What follows belongs to an exercise in optimizing a design on an open flow for small area and a short achievable clock period; a production flow would make more cautious choices. In this exercise RTL edits were held to simulation tests only and were not proved equivalent to the original.

==> flow/design.v <==
module spi_ram_burst #(
    parameter int MEM_DEPTH  = 256,
    parameter int ADDR_SIZE  = 8,
    parameter int DATA_WIDTH = 8,
    parameter bit AUTO_INC   = 1'b1
) (
    input  logic                  clk,
    input  logic                  rst_n,
    input  logic [DATA_WIDTH+1:0] din,
    input  logic                  rx_valid,
    input  logic                  tx_ready,
    output logic [DATA_WIDTH-1:0] dout,
    output logic                  tx_valid,
    output logic                  busy,
    output logic                  cmd_drop
);
    localparam int NCP = 4;   
    logic [1:0] opcode;
    logic [7:0] payload;
    assign opcode  = din[9:8];
    assign payload = din[7:0];
    function automatic logic [15:0] dec4(input logic [3:0] a);
        dec4 = 16'd1 << a;
    endfunction
    logic        rd_mode, more;
    logic        txv_q, busy_q, dmode_q;    
    logic        drop_q;
    logic [7:0]  remaining;
    logic [7:0]  write_address;
    logic [15:0] ra_hi;                     
    logic [7:0]  dout_q;
    logic cmd_waddr, cmd_wdata, cmd_read, hs, hs_more;
    assign cmd_waddr = !rd_mode && rx_valid && (opcode == 2'b00);
    assign cmd_wdata = !rd_mode && rx_valid && (opcode == 2'b01);
    assign cmd_read  = !rd_mode && rx_valid && (opcode == 2'b11);
    assign hs        = rd_mode && tx_ready;
    assign hs_more   = more && tx_ready;
    logic        rd_mode_c [NCP];
    logic        more_c    [NCP];
    logic [15:0] ra_lo     [NCP];
    logic [15:0] lo_next   [NCP];
    logic        ra_inc_c  [NCP];
    for (genvar c = 0; c < NCP; c++) begin : g_ctl
        logic raddr, rdcmd, inc;
        assign raddr = !rd_mode_c[c] && rx_valid && (opcode == 2'b10);
        assign rdcmd = !rd_mode_c[c] && rx_valid && (opcode == 2'b11);
        assign inc   = rdcmd || (more_c[c] && tx_ready);
        assign ra_inc_c[c] = inc;
        assign lo_next[c] = raddr ? dec4(payload[3:0])
                          : inc   ? {ra_lo[c][14:0], ra_lo[c][15]}
                          :         ra_lo[c];
        always_ff @(posedge clk or negedge rst_n) begin
            if (!rst_n) begin
                rd_mode_c[c] <= 1'b0;
                more_c[c]    <= 1'b0;
                ra_lo[c]     <= 16'd1;
            end else begin
                ra_lo[c] <= lo_next[c];
                if (rdcmd) begin
                    rd_mode_c[c] <= 1'b1;
                    more_c[c]    <= (payload != 8'd0);
                end else if (more_c[c] && tx_ready) begin
                    more_c[c]    <= (remaining != 8'd1);
                end else if (rd_mode_c[c] && tx_ready) begin
                    rd_mode_c[c] <= 1'b0;
                end
            end
        end
    end
    logic [15:0] pw_lo, pw_hi;    
    logic [7:0]  pw_data;
    logic        pw_en;
    logic [15:0] pp_lo, pp_hi;
    logic [7:0]  pp_data;
    logic        pp_en;
    always_ff @(posedge clk) begin
        pw_lo   <= dec4(write_address[3:0]);
        pw_hi   <= cmd_wdata ? dec4(write_address[7:4]) : 16'd0;
        pw_en   <= cmd_wdata;
        pw_data <= payload;
        pp_lo   <= pw_lo;
        pp_hi   <= pw_hi;
        pp_en   <= pw_en;
        pp_data <= pw_data;
    end
    logic [7:0] mem [256];
    for (genvar w = 0; w < 256; w++) begin : g_word
        always_ff @(posedge clk) begin
            if (pw_hi[w / 16] && pw_lo[w % 16]) mem[w] <= pw_data;
        end
    end
    logic [7:0] grp [16];
    for (genvar i = 0; i < 16; i++) begin : g_grp
        logic [7:0] sel;
        always_comb begin
            sel = '0;
            for (int j = 0; j < 16; j++)
                sel = sel | (mem[16 * i + j] & {8{lo_next[i / (16 / NCP)][j]}});
        end
        always_ff @(posedge clk) grp[i] <= sel;
    end
    logic [7:0] rd_arr;
    always_comb begin
        rd_arr = '0;
        for (int i = 0; i < 16; i++)
            rd_arr = rd_arr | (grp[i] & {8{ra_hi[i]}});
    end
    logic byp_w, byp_p;
    assign byp_w = pw_en && |(pw_lo & ra_lo[0]) && |(pw_hi & ra_hi);
    assign byp_p = pp_en && |(pp_lo & ra_lo[0]) && |(pp_hi & ra_hi);
    logic [7:0] rd_word;
    assign rd_word = byp_w ? pw_data : byp_p ? pp_data : rd_arr;
    logic dout_ld, dout_hold;
    assign dout_ld   = !rd_mode || tx_ready;
    assign dout_hold = dmode_q && !tx_ready;
    always_ff @(posedge clk) begin
        dout_q <= (rd_word & {8{dout_ld}}) | (dout_q & {8{dout_hold}});
    end
    always_ff @(posedge clk or negedge rst_n) begin
        if (!rst_n) begin
            rd_mode       <= 1'b0;
            more          <= 1'b0;
            txv_q         <= 1'b0;
            busy_q        <= 1'b0;
            dmode_q       <= 1'b0;
            drop_q        <= 1'b0;
            remaining     <= '0;
            write_address <= '0;
            ra_hi         <= 16'd1;
        end else begin
            drop_q <= rd_mode && rx_valid;
            if (cmd_read) rd_mode <= 1'b1;
            else if (hs && !more) rd_mode <= 1'b0;
            if (cmd_read) txv_q <= 1'b1;
            else if (txv_q && tx_ready && !more) txv_q <= 1'b0;
            if (cmd_read) busy_q <= 1'b1;
            else if (busy_q && tx_ready && !more) busy_q <= 1'b0;
            if (cmd_read) dmode_q <= 1'b1;
            else if (dmode_q && tx_ready && !more) dmode_q <= 1'b0;
            if (cmd_read) begin
                remaining <= payload;
                more      <= (payload != 8'd0);
            end else if (hs_more) begin
                remaining <= remaining - 1'b1;
                more      <= (remaining != 8'd1);
            end
            if (cmd_waddr) write_address <= payload;
            else if (cmd_wdata) write_address <= write_address + 1'b1;
            if (!rd_mode && rx_valid && (opcode == 2'b10)) ra_hi <= dec4(payload[7:4]);
            else if (ra_inc_c[0] && ra_lo[0][15]) ra_hi <= {ra_hi[14:0], ra_hi[15]};
        end
    end
    assign dout     = dout_q;
    assign tx_valid = txv_q;
    assign busy     = busy_q;
    assign cmd_drop = drop_q;
endmodule
clock: 4.0 ns
lec_check: 0
cap_margin: 20
core_margin: 2
core_utilization: 40
cts_cluster_diameter: 80
cts_cluster_size: 30
setup_slack_margin: 1.8
slew_margin: 20
run.sh (not shown) runs the stock make flow with config.mk's settings and CLKGATE_MAP_FILE= SYNTH_SCRIPT=/design/flow/synth_recipe.tcl, a recipe that flattens the netlist after the stock synthesis.
The starting point reached the layout checks and failed them: antenna violations.
Change:
--- a/flow/design.v
+++ b/flow/design.v
@@ -65,31 +65,37 @@
                     rd_mode_c[c] <= 1'b0;
                 end
             end
         end
     end
     logic [15:0] pw_lo, pw_hi;    
+    logic [15:0] pn_lo, pn_hi;    
     logic [7:0]  pw_data;
     logic        pw_en;
     logic [15:0] pp_lo, pp_hi;
     logic [7:0]  pp_data;
     logic        pp_en;
     always_ff @(posedge clk) begin
         pw_lo   <= dec4(write_address[3:0]);
         pw_hi   <= cmd_wdata ? dec4(write_address[7:4]) : 16'd0;
+        pn_lo   <= ~dec4(write_address[3:0]);
+        pn_hi   <= cmd_wdata ? ~dec4(write_address[7:4]) : 16'hffff;
         pw_en   <= cmd_wdata;
         pw_data <= payload;
         pp_lo   <= pw_lo;
         pp_hi   <= pw_hi;
         pp_en   <= pw_en;
         pp_data <= pw_data;
     end
     logic [7:0] mem [256];
     for (genvar w = 0; w < 256; w++) begin : g_word
+        logic ld, keep;
+        assign ld   = !(pn_hi[w / 16] || pn_lo[w % 16]);
+        assign keep = !(pw_hi[w / 16] && pw_lo[w % 16]);
         always_ff @(posedge clk) begin
-            if (pw_hi[w / 16] && pw_lo[w % 16]) mem[w] <= pw_data;
+            mem[w] <= (pw_data & {8{ld}}) | (mem[w] & {8{keep}});
         end
     end
     logic [7:0] grp [16];
     for (genvar i = 0; i < 16; i++) begin : g_grp
         logic [7:0] sel;
         always_comb begin
Outcome: With this change the flow produced a clean layout; via count came out higher by 44%; fmax came out lower by about 2%; final area came out higher by 0.80%; non-clock buffer count came out higher by 115; synthesized cell count came out higher by about 60%; final cell count came out higher by 30%; utilization came out higher by 0.35 points; synthesized area barely changes; setup slack is worse by 0.055 ns; hold slack is better by 0.0071 ns; register-to-register slack is worse by 0.05 ns; sequential share of layout area came out lower by 19 points.

## port drivers added, routing unchanged
In the flow no input, the clock included, has a driving cell. The finished layouts below were timed again as built, in two steps.
Step 1, drivers: a clkbuf_16 drives clk and a buf_2 each remaining input, both assumed.
Step 2 adds t to the input delays and takes it off the output delays; t is the mean of the earliest and latest rising clock arrival at the registers after step 1. Input paths then give back, and output paths get back, about the clock's delay inside the block.
Slacks: ideal ports / drivers / drivers and shift; pairs: ideal ports / drivers.
run	t (ns)	slack for setup (ns)	worst setup path at the end
the first run	0.883	1.481 / 1.481 / 0.718	input to register
the second run	0.922	1.426 / 1.426 / 0.610	input to register
The setup slack of the second run, which loses most, moves by 0.000 ns with the drivers and by -0.816 ns with both steps.
